Context: an optimization exercise on an open-source flow, tuned for small area, a short achievable clock period and few clock cycles per item. The choices shown serve that exercise and are no tape-out recipe.
Only simulation tests tie the RTL to the original design; equivalence was not proved.
Power is estimated from default activity; no workload was simulated.

`flow/run.sh`:
```
#!/bin/bash
# synth_recipe.tcl (not shown) runs the flow's synth.tcl, then flattens the netlist and writes it again
# the make line also repeats each setting of config.mk as NAME=value (left out here)
make -C /OpenROAD-flow-scripts/flow DESIGN_CONFIG=/design/flow/config.mk WORK_HOME=/design/flow/orfs CLKGATE_MAP_FILE= SYNTH_SCRIPT=/design/flow/synth_recipe.tcl finish
```
`flow/config.mk`:
```
export PLATFORM = sky130hd
export DESIGN_NAME = tbpf_top
export DESIGN_NICKNAME = tbpf_top
export VERILOG_FILES = /design/flow/design.v
export SDC_FILE = /design/flow/constraint.sdc
export NUM_CORES = 4
export LEC_CHECK = 0
export CAP_MARGIN = 20
export CORE_MARGIN = 2
export CORE_UTILIZATION = 40
export SLEW_MARGIN = 20
```
`flow/constraint.sdc`:
```
create_clock -name core_clock -period 8.0 [get_ports {clk_i}]
set_input_delay 1.6000 -clock core_clock [delete_from_list [all_inputs] [get_ports {clk_i}]]
set_output_delay 1.6000 -clock core_clock [all_outputs]
set_load 0.01 [all_outputs]
```
`flow/design.v`:
```
`default_nettype none
package tbpf_pkg;
  localparam int unsigned EntryW   = 11;
  localparam int unsigned SampleW  = 8;
  localparam int unsigned IndexW   = 8;
  localparam int unsigned TotalW   = 15;
  localparam int unsigned SumW     = 22;
  localparam int unsigned ProdW    = 2 * EntryW;
  localparam int unsigned WeightW  = 14;
  localparam logic [1:0] FuncFilter = 2'd0;
  localparam logic [1:0] FuncRange  = 2'd1;
  localparam logic [1:0] FuncTap    = 2'd2;
  localparam logic [TotalW-1:0] TotalMax = {TotalW{1'b1}};
  localparam logic [SumW-1:0]   SumMax   = {SumW{1'b1}};
  typedef struct packed {
    logic [1:0]         func;
    logic [IndexW-1:0]  index;
    logic [SampleW-1:0] sample;
    logic [SampleW-1:0] center_sample;
    logic [EntryW-1:0]  weight_value;
    logic               last;
  } in_t;
  typedef struct packed {
    logic [SampleW-1:0] filtered_sample;
    logic               took_center;
  } out_t;
  typedef enum logic [2:0] {
    StIdle,
    StMult,
    StRecip,
    StCorr,
    StAccum,
    StDivide,
    StResult
  } state_e;
  typedef struct packed {
    logic               range_we;
    logic               tap_we;
    logic               rd_en;
    logic [IndexW-1:0]  range_addr;
    logic [IndexW-1:0]  tap_addr;
    logic [EntryW-1:0]  wdata;
  } mem_req_t;
  typedef struct packed {
    logic              start;
    logic [SumW-1:0]   dividend;
    logic [TotalW-1:0] divisor;
  } div_req_t;
  typedef struct packed {
    logic               done;
    logic [SampleW-1:0] quotient;
  } div_rsp_t;
endpackage
`default_nettype wire
`default_nettype none
module tbpf_weight_mem #(
  parameter int unsigned MAX_TAPS = 16
) (
  input  wire logic                          clk_i,
  input  wire tbpf_pkg::mem_req_t            req_i,
  output logic [tbpf_pkg::EntryW-1:0]        range_rdata_o,
  output logic [tbpf_pkg::EntryW-1:0]        tap_rdata_o
);
  localparam int unsigned TapAddrW = (MAX_TAPS > 1) ? $clog2(MAX_TAPS) : 1;
  localparam int unsigned RangeDepth = 1 << tbpf_pkg::IndexW;
  logic [tbpf_pkg::EntryW-1:0] range_mem [RangeDepth];
  logic [tbpf_pkg::EntryW-1:0] tap_mem   [MAX_TAPS];
  always_ff @(posedge clk_i) begin
    if (req_i.range_we) begin
      range_mem[req_i.range_addr] <= req_i.wdata;
    end
    if (req_i.tap_we) begin
      tap_mem[req_i.tap_addr[TapAddrW-1:0]] <= req_i.wdata;
    end
    if (req_i.rd_en) begin
      range_rdata_o <= range_mem[req_i.range_addr];
      tap_rdata_o   <= tap_mem[req_i.tap_addr[TapAddrW-1:0]];
    end
  end
endmodule
`default_nettype wire
`default_nettype none
module tbpf_divider (
  input  wire logic               clk_i,
  input  wire logic               rst_ni,
  input  wire tbpf_pkg::div_req_t req_i,
  output tbpf_pkg::div_rsp_t      rsp_o
);
  localparam int unsigned SumW   = tbpf_pkg::SumW;
  localparam int unsigned TotalW = tbpf_pkg::TotalW;
  localparam int unsigned CntW   = $clog2(SumW);
  localparam logic [CntW-1:0] CntLast = CntW'(SumW - 1);
  logic              busy_q, done_q;
  logic [CntW-1:0]   cnt_q;
  logic [TotalW:0]   rem_q;
  logic [SumW-1:0]   quo_q;
  logic [TotalW-1:0] dvs_q;
  logic [TotalW:0]   rem_shift, rem_d;
  logic [SumW-1:0]   quo_d;
  logic              ge;
  always_comb begin
    rem_shift = {rem_q[TotalW-1:0], quo_q[SumW-1]};
    ge        = rem_shift >= {1'b0, dvs_q};
    rem_d     = ge ? (rem_shift - {1'b0, dvs_q}) : rem_shift;
    quo_d     = {quo_q[SumW-2:0], ge};
  end
  always_ff @(posedge clk_i or negedge rst_ni) begin
    if (!rst_ni) begin
      busy_q <= 1'b0;
      done_q <= 1'b0;
      cnt_q  <= '0;
    end else begin
      done_q <= busy_q && (cnt_q == CntLast);
      if (req_i.start) begin
        busy_q <= 1'b1;
        cnt_q  <= '0;
      end else if (busy_q) begin
        cnt_q <= cnt_q + 1'b1;
        if (cnt_q == CntLast) begin
          busy_q <= 1'b0;
        end
      end
    end
  end
  always_ff @(posedge clk_i) begin
    if (req_i.start) begin
      quo_q <= req_i.dividend;
      rem_q <= '0;
      dvs_q <= req_i.divisor;
    end else if (busy_q) begin
      quo_q <= quo_d;
      rem_q <= rem_d;
    end
  end
  assign rsp_o.done     = done_q;
  assign rsp_o.quotient = (quo_q[SumW-1:tbpf_pkg::SampleW] != '0) ?
                          {tbpf_pkg::SampleW{1'b1}} : quo_q[tbpf_pkg::SampleW-1:0];
endmodule
`default_nettype wire
`default_nettype none
module temporal_bilateral_pixel_filter #(
  parameter int unsigned MAX_TAPS     = 16,
  parameter int unsigned WEIGHT_SCALE = 1024
) (
  input  wire logic           clk_i,
  input  wire logic           rst_ni,
  input  wire logic           in_valid_i,
  output logic                in_stall_o,
  input  wire tbpf_pkg::in_t  in_data_i,
  output logic                out_valid_o,
  input  wire logic           out_stall_i,
  output tbpf_pkg::out_t      out_data_o
);
  localparam int unsigned EntryW   = tbpf_pkg::EntryW;
  localparam int unsigned SampleW  = tbpf_pkg::SampleW;
  localparam int unsigned TotalW   = tbpf_pkg::TotalW;
  localparam int unsigned SumW     = tbpf_pkg::SumW;
  localparam int unsigned ProdW    = tbpf_pkg::ProdW;
  localparam int unsigned WeightW  = tbpf_pkg::WeightW;
  localparam int unsigned RecipSh  = 32;
  localparam int unsigned RecipW   = 25;
  localparam int unsigned PmW      = ProdW + RecipW;
  localparam logic [RecipW-1:0] RecipM =
    RecipW'((64'd1 << RecipSh) / 64'(WEIGHT_SCALE));
  localparam logic [EntryW-1:0] ScaleV = EntryW'(WEIGHT_SCALE);
  localparam logic [tbpf_pkg::IndexW-1:0] TapLimit = tbpf_pkg::IndexW'(MAX_TAPS);
  tbpf_pkg::state_e state_q, state_d;
  logic [SampleW-1:0] sample_q, center_q;
  logic               last_q, tap_ok_q;
  logic [ProdW-1:0]   prod_q;
  logic [PmW-1:0]     pm_q;
  logic [WeightW-1:0] weight_q;
  logic [TotalW-1:0]  total_q;
  logic [SumW-1:0]    sum_q;
  logic               took_q;
  logic               out_valid_q;
  tbpf_pkg::out_t     out_q;
  logic [EntryW-1:0]  range_rdata, tap_rdata, tw;
  logic               accept, is_filter, tap_ok, out_load;
  tbpf_pkg::mem_req_t mem_req;
  tbpf_pkg::div_req_t div_req;
  tbpf_pkg::div_rsp_t div_rsp;
  logic [SampleW-1:0] diff;
  logic [WeightW-1:0] q0;
  logic [ProdW-1:0]   q0_scaled, rem;
  logic [SumW-1:0]    wprod;
  logic [TotalW:0]    total_add;
  logic [SumW:0]      sum_add;
  logic [TotalW-1:0]  total_new;
  logic [SumW-1:0]    sum_new;
  assign is_filter = in_data_i.func == tbpf_pkg::FuncFilter;
  assign tap_ok    = in_data_i.index < TapLimit;
  assign diff      = (in_data_i.sample >= in_data_i.center_sample) ?
                     (in_data_i.sample - in_data_i.center_sample) :
                     (in_data_i.center_sample - in_data_i.sample);
  always_comb begin
    tw        = tap_ok_q ? tap_rdata : '0;
    q0        = pm_q[RecipSh +: WeightW];
    q0_scaled = ProdW'(q0) * ProdW'(ScaleV);
    rem       = prod_q - q0_scaled;
    wprod     = SumW'(weight_q) * SumW'(sample_q);
    total_add = {1'b0, total_q} + (TotalW + 1)'(weight_q);
    sum_add   = {1'b0, sum_q} + {1'b0, wprod};
    total_new = total_add[TotalW] ? tbpf_pkg::TotalMax : total_add[TotalW-1:0];
    sum_new   = sum_add[SumW] ? tbpf_pkg::SumMax : sum_add[SumW-1:0];
  end
  always_comb begin
    state_d = state_q;
    case (state_q)
      tbpf_pkg::StIdle: begin
        if (in_valid_i && is_filter) begin
          state_d = tbpf_pkg::StMult;
        end
      end
      tbpf_pkg::StMult:  state_d = tbpf_pkg::StRecip;
      tbpf_pkg::StRecip: state_d = tbpf_pkg::StCorr;
      tbpf_pkg::StCorr:  state_d = tbpf_pkg::StAccum;
      tbpf_pkg::StAccum: begin
        if (!last_q) begin
          state_d = tbpf_pkg::StIdle;
        end else if (total_new == '0) begin
          state_d = tbpf_pkg::StResult;
        end else begin
          state_d = tbpf_pkg::StDivide;
        end
      end
      tbpf_pkg::StDivide: begin
        if (div_rsp.done) begin
          state_d = tbpf_pkg::StResult;
        end
      end
      tbpf_pkg::StResult: begin
        if (!out_valid_q || !out_stall_i) begin
          state_d = tbpf_pkg::StIdle;
        end
      end
      default: state_d = tbpf_pkg::StIdle;
    endcase
  end
  always_comb begin
    in_stall_o         = 1'b1;
    out_load           = 1'b0;
    div_req.start      = 1'b0;
    div_req.dividend   = sum_new;
    div_req.divisor    = total_new;
    case (state_q)
      tbpf_pkg::StIdle:   in_stall_o = 1'b0;
      tbpf_pkg::StAccum:  div_req.start = last_q && (total_new != '0);
      tbpf_pkg::StResult: out_load = !out_valid_q || !out_stall_i;
      default: begin
        in_stall_o = 1'b1;
      end
    endcase
  end
  assign accept = in_valid_i && !in_stall_o;
  always_comb begin
    mem_req.range_we   = accept && (in_data_i.func == tbpf_pkg::FuncRange);
    mem_req.tap_we     = accept && (in_data_i.func == tbpf_pkg::FuncTap) && tap_ok;
    mem_req.rd_en      = accept && is_filter;
    mem_req.range_addr = (in_data_i.func == tbpf_pkg::FuncRange) ? in_data_i.index : diff;
    mem_req.tap_addr   = tap_ok ? in_data_i.index : '0;
    mem_req.wdata      = in_data_i.weight_value;
  end
  tbpf_weight_mem #(
    .MAX_TAPS (MAX_TAPS)
  ) u_mem (
    .clk_i         (clk_i),
    .req_i         (mem_req),
    .range_rdata_o (range_rdata),
    .tap_rdata_o   (tap_rdata)
  );
  tbpf_divider u_div (
    .clk_i  (clk_i),
    .rst_ni (rst_ni),
    .req_i  (div_req),
    .rsp_o  (div_rsp)
  );
  always_ff @(posedge clk_i or negedge rst_ni) begin
    if (!rst_ni) begin
      state_q     <= tbpf_pkg::StIdle;
      total_q     <= '0;
      sum_q       <= '0;
      out_valid_q <= 1'b0;
    end else begin
      state_q <= state_d;
      if (state_q == tbpf_pkg::StAccum) begin
        total_q <= last_q ? '0 : total_new;
        sum_q   <= last_q ? '0 : sum_new;
      end
      if (out_load) begin
        out_valid_q <= 1'b1;
      end else if (!out_stall_i) begin
        out_valid_q <= 1'b0;
      end
    end
  end
  always_ff @(posedge clk_i) begin
    if (mem_req.rd_en) begin
      sample_q <= in_data_i.sample;
      center_q <= in_data_i.center_sample;
      last_q   <= in_data_i.last;
      tap_ok_q <= tap_ok;
    end
    if (state_q == tbpf_pkg::StMult) begin
      prod_q <= tw * range_rdata;
    end
    if (state_q == tbpf_pkg::StRecip) begin
      pm_q <= prod_q * RecipM;
    end
    if (state_q == tbpf_pkg::StCorr) begin
      weight_q <= q0 + WeightW'(rem >= ProdW'(ScaleV));
    end
    if (state_q == tbpf_pkg::StAccum) begin
      took_q <= total_new == '0;
    end
    if (out_load) begin
      out_q.filtered_sample <= took_q ? center_q : div_rsp.quotient;
      out_q.took_center     <= took_q;
    end
  end
  assign out_valid_o = out_valid_q;
  assign out_data_o  = out_q;
endmodule
`default_nettype wire
`default_nettype none
module tbpf_top (
  input  wire logic        clk_i,
  input  wire logic        rst_ni,
  input  wire logic        in_valid_i,
  output logic             in_stall_o,
  input  wire logic [1:0]  in_func_i,
  input  wire logic [7:0]  in_index_i,
  input  wire logic [7:0]  in_sample_i,
  input  wire logic [7:0]  in_center_i,
  input  wire logic [10:0] in_weight_i,
  input  wire logic        in_last_i,
  output logic             out_valid_o,
  input  wire logic        out_stall_i,
  output logic [7:0]       out_sample_o,
  output logic             out_took_center_o
);
  tbpf_pkg::in_t  in_data;
  tbpf_pkg::out_t out_data;
  assign in_data.func          = in_func_i;
  assign in_data.index         = in_index_i;
  assign in_data.sample        = in_sample_i;
  assign in_data.center_sample = in_center_i;
  assign in_data.weight_value  = in_weight_i;
  assign in_data.last          = in_last_i;
  temporal_bilateral_pixel_filter #(
    .MAX_TAPS     (16),
    .WEIGHT_SCALE (1024)
  ) u_filter (
    .clk_i       (clk_i),
    .rst_ni      (rst_ni),
    .in_valid_i  (in_valid_i),
    .in_stall_o  (in_stall_o),
    .in_data_i   (in_data),
    .out_valid_o (out_valid_o),
    .out_stall_i (out_stall_i),
    .out_data_o  (out_data)
  );
  assign out_sample_o      = out_data.filtered_sample;
  assign out_took_center_o = out_data.took_center;
endmodule
`default_nettype wire
```
==> notes.md <==
* Status: finished clean
* Netlist Area Pre-Place at 0.138 mm2
* Area growth, synth to finish at 13.8%
* Reg2reg setup slack at 1.04 ns
* DIE WIDTH at 592 um
* Crit end category: register
* Hold Crit Class: register to register
* Max-cap violations at 0
* Met3 WL at 27100 um
* Postcts setup bufs at 0
* Max clock buf depth at 4
* Synth unique cells at 79
* Setup Skew at 0.0964 ns
* Pwr per Cell Area at 245 mW/mm2
* Hold buffers post-CTS at 0
* DRC at 0
* Syn Inst Count at 10036
* Peak supply drop at 0.000195 V
* Max Clock Freq at 0.142 GHz
* Grt total ovfl at 0
* Post-synthesis sequential area ratio at 68.7%
* HPWL after DPL at 230000 um
* Crit path to: u_filter.u_mem.range_rdata_o[7]$_DFFE_PP_
* Final worst slack at 0.962 ns
* Synthesized area per cell at 13.8 um2
* Total I/O pin count at 53
* Clock-pin slew on the worst setup and hold paths at 0.06 ns
* Initial antenna violation count at 10
* Crit path launch: in_sample_i[0]
* Routed wl met2 at 182000 um
* Largest net degree at the start of global routing at 177
* Total CTS buffers at 336
* CTS tree: done
* Clock latency (worst-skew pair) at 0.96 ns
* Final ANT Viol Nets at 0
* IO buf count at 52
* Fin. Hold Viols at 0
* Slew Viols, Final at 0
* Reg2reg start: u_filter.tap_ok_q$_DFFE_PP_
* Nets at 10674
* Total wire length at 380000 um
* Number of vias per cell at 5.60
* Worst reg2reg endpoint: u_filter.prod_q[20]$_DFFE_PP_
* DRT iter0 DRCs at 8765
* Initial Util at 40.1%
* Fraction of registers with async set/reset at 1.51%
* Worst Hold Slack at 0.471 ns
* Drt first pass iters at 6
* Crit-path max FO at 18
* Site Rows at 216
* Core area at 0.345 mm2
* Vias in the first global route at 83279
* RSZ-0062 raised after global routing: no
* Seq cells post-synth at 3179
* Met1 WL at 157000 um
* Most common cell after layout, fill and taps aside: edfxtp_1
* All-Layer GR Usage at 21.2%
* Final setup viols at 0
* Worst r2r path cells at 18
* H-tree depth at 5
* Total chip power at 38.6 mW
* Most frequent cells in the layout: edfxtp_1 (3116), nand2_1 (1860), mux2i_1 (840)
* Die area at 0.351 mm2
* Root Buffer: clkbuf_16
* Minimum clock period at 7.04 ns
* Yosys warning total at 3
* RD Place Congestion at 0.883
* Vias at 84862
* Pleak at 57.0 nW
* Crit path launch type: input pin
* Actual slew at the worst max-slew pin at 1.26 ns
* Data required time of the critical path at 8.64 ns
* Number of synthesized flops with an enable pin at 3116
* Most common flop cell mapped by yosys: edfxtp_1
* Die Span Y at 592 um
* Critical path class: input pin to register
* Net Count, Synth at 10411
* DR top layer: met5
* Pre-CTS WS at 0.0823 ns
* Drt wl/cell at 25.1 um
* Arr. time, crit path at 7.68 ns
* Clk sinks at 3179
* First-pass GRT wire length at 557000 um
* Worst slew margin at 14.9%
* Resized cells post-CTS at 0
* Final worst path period share at 88.0%
* Proportion of layout cells with a drive suffix above 1 at 12.4%
worst min-delay path by stage:
stage | startpoint | end | slack (ns) | cells past startpoint
6_report | u_filter.prod_q[17]$_DFFE_PP_ | u_filter.pm_q[39]$_DFFE_PP_ | 0.47 | 0
5_1_grt | u_filter.prod_q[12]$_DFFE_PP_ | u_filter.pm_q[34]$_DFFE_PP_ | 0.49 | 0
4_1_cts | u_filter.prod_q[17]$_DFFE_PP_ | u_filter.pm_q[39]$_DFFE_PP_ | 0.47 | 0
3_5_place_dp | u_filter.prod_q[17]$_DFFE_PP_ | u_filter.pm_q[39]$_DFFE_PP_ | 0.46 | 0
3_3_place_gp | u_filter.prod_q[19]$_DFFE_PP_ | u_filter.pm_q[41]$_DFFE_PP_ | 0.45 | 0
2_1_floorplan | u_filter.took_q$_DFFE_PN_ | u_filter.out_q[0]$_DFFE_PP_ | 0.42 | 0
report_power, final:
group | internal, mW | switching, mW
clock network | 8.72 | 6.52
logic | 1.62 | 3.47
registers | 18.3 | 0.0000000000000000189
total | 28.6 | 9.98
synth_stat cells, drive strengths merged (44+ instances only):
cell / n / area, um2
a2111oi: 48 / 420
a211oi: 151 / 1130
a21oi: 125 / 626
a311oi: 268 / 2360
a31oi: 102 / 653
and2: 83 / 519
and3: 297 / 1860
and4b: 44 / 440
buf: 169 / 823
clkbuf: 468 / 1760
dfrtp: 48 / 1200
edfxtp: 3116 / 93600
fa: 170 / 3400
ha: 163 / 2040
inv: 327 / 1230
mux2: 249 / 2800
mux2i: 840 / 8410
nand2: 1873 / 7030
nand3: 507 / 2590
nor2: 452 / 1700
o21ai: 99 / 499
o22ai: 60 / 375
cells by family after synthesis:
logic type               count (synthesis)  share of synthesized area [%]
AND/OR/NAND/NOR                       3421                           11.0
flip-flops                            3179                           68.7
multiplexers                          1089                           8.10
AO/OA/AOI/OAI                          989                           5.21
buffers and inverters                  964                           2.75
adder cells (fa/ha/maj)                333                           3.93
XOR/XNOR                                61                          0.386
metrics by stage:
step / instance area [um2] / setup TNS [ns] / std cells / utilization [%]
6_report: 158000 / 0 / 15150 / 45.6
3_5_place_dp: 147000 / 0 / 14539 / 42.5
5_1_grt: 158000 / 0 / 15142 / 45.6
2_1_floorplan: 138000 / 0 / 10036 / -
3_3_place_gp: 147000 / -1.73 / 14537 / 42.5
4_1_cts: 158000 / 0 / 15141 / 45.6
flip-flops by register name (all words and copies together), names as in the netlist:
| signal | count |
|---|---|
| u_filter.u_div.rem_q | 15 |
| u_filter.u_div.busy_q | 1 |
| u_filter.u_div.quo_q | 22 |
| u_filter.u_mem.range_mem | 2816 |
| u_filter.weight_q | 13 |
| u_filter.prod_q | 12 |
| u_filter.u_div.cnt_q | 5 |
| u_filter.u_div.dvs_q | 15 |
| u_filter.u_mem.tap_rdata_o | 11 |
| u_filter.sum_q | 22 |
| u_filter.out_valid_q | 1 |
| u_filter.sample_q | 8 |
| u_filter.state_q | 3 |
| u_filter.center_q | 8 |
| u_filter.last_q | 1 |
| u_filter.u_div.done_q | 1 |
| u_filter.out_q | 9 |
| u_filter.tap_ok_q | 1 |
| u_filter.pm_q | 12 |
| u_filter.total_q | 15 |
| u_filter.took_q | 1 |
| u_filter.u_mem.tap_mem | 176 |
| u_filter.u_mem.range_rdata_o | 11 |
metal layers:
layer  vias to the layer above  track usage, %
met5                         -               0
met4                         4            7.61
met3                       687            2.99
met2                      3328            34.8
met1                     43099            28.7
li1                      37744               -
cell type report:
cell class	instances	area [um2]
antenna	9	22.5
clock inverter	178	1760
tap	4578	5730
fill	30155	188000
multi-input combinational	5893	39800
timing repair buffer	562	5100
inverter	327	1230
clock buffer	424	8870
sequential	3179	95100
critical path, stage by stage:
cell and delay, ns:
clkdlybuf4s50_1 0.47, inv_1 0.10, ha_1 0.18, inv_1 0.06, fa_1 0.40, and3_1 0.28
o41ai_4 0.49, o21a_1 0.35, nand4b_1 0.13, nand4_1 0.21, buf_12 0.26, buf_4 0.32
mux2_2 0.41, a211oi_1 0.73, o22ai_1 0.20, nor4_1 1.08, buf_4 0.25, nand3_1 0.07
Testbench counts, summed over its fixed seeds: cycles 161,328, pixels 2,400.

## what the ideal ports hide
In the flow no input, the clock included, has a driving cell. The finished layout below was timed again as built, in two steps.
Step 1, drivers: a clkbuf_16 drives clk_i and a buf_2 each remaining input, both assumed.
Step 2 moves the port delays by t, midway between the first and last clock arrival at a register: inputs arrive t later, outputs are due t later. That takes back most of the time a late clock gives input paths.
Slacks: ideal / step 1 / step 2; pairs: ideal / step 1.
t (ns): 1.024
slack for setup (ns): 0.962 / 1.044 / 0.027
worst setup path after step 2: input to register
worst slew at a driven data input, ns: 0.09
cell pins on the clock port's net: 1
After both steps this run still meets setup and hold. The setup slack of this run moves by +0.082 ns with the drivers and by -0.935 ns with both steps.
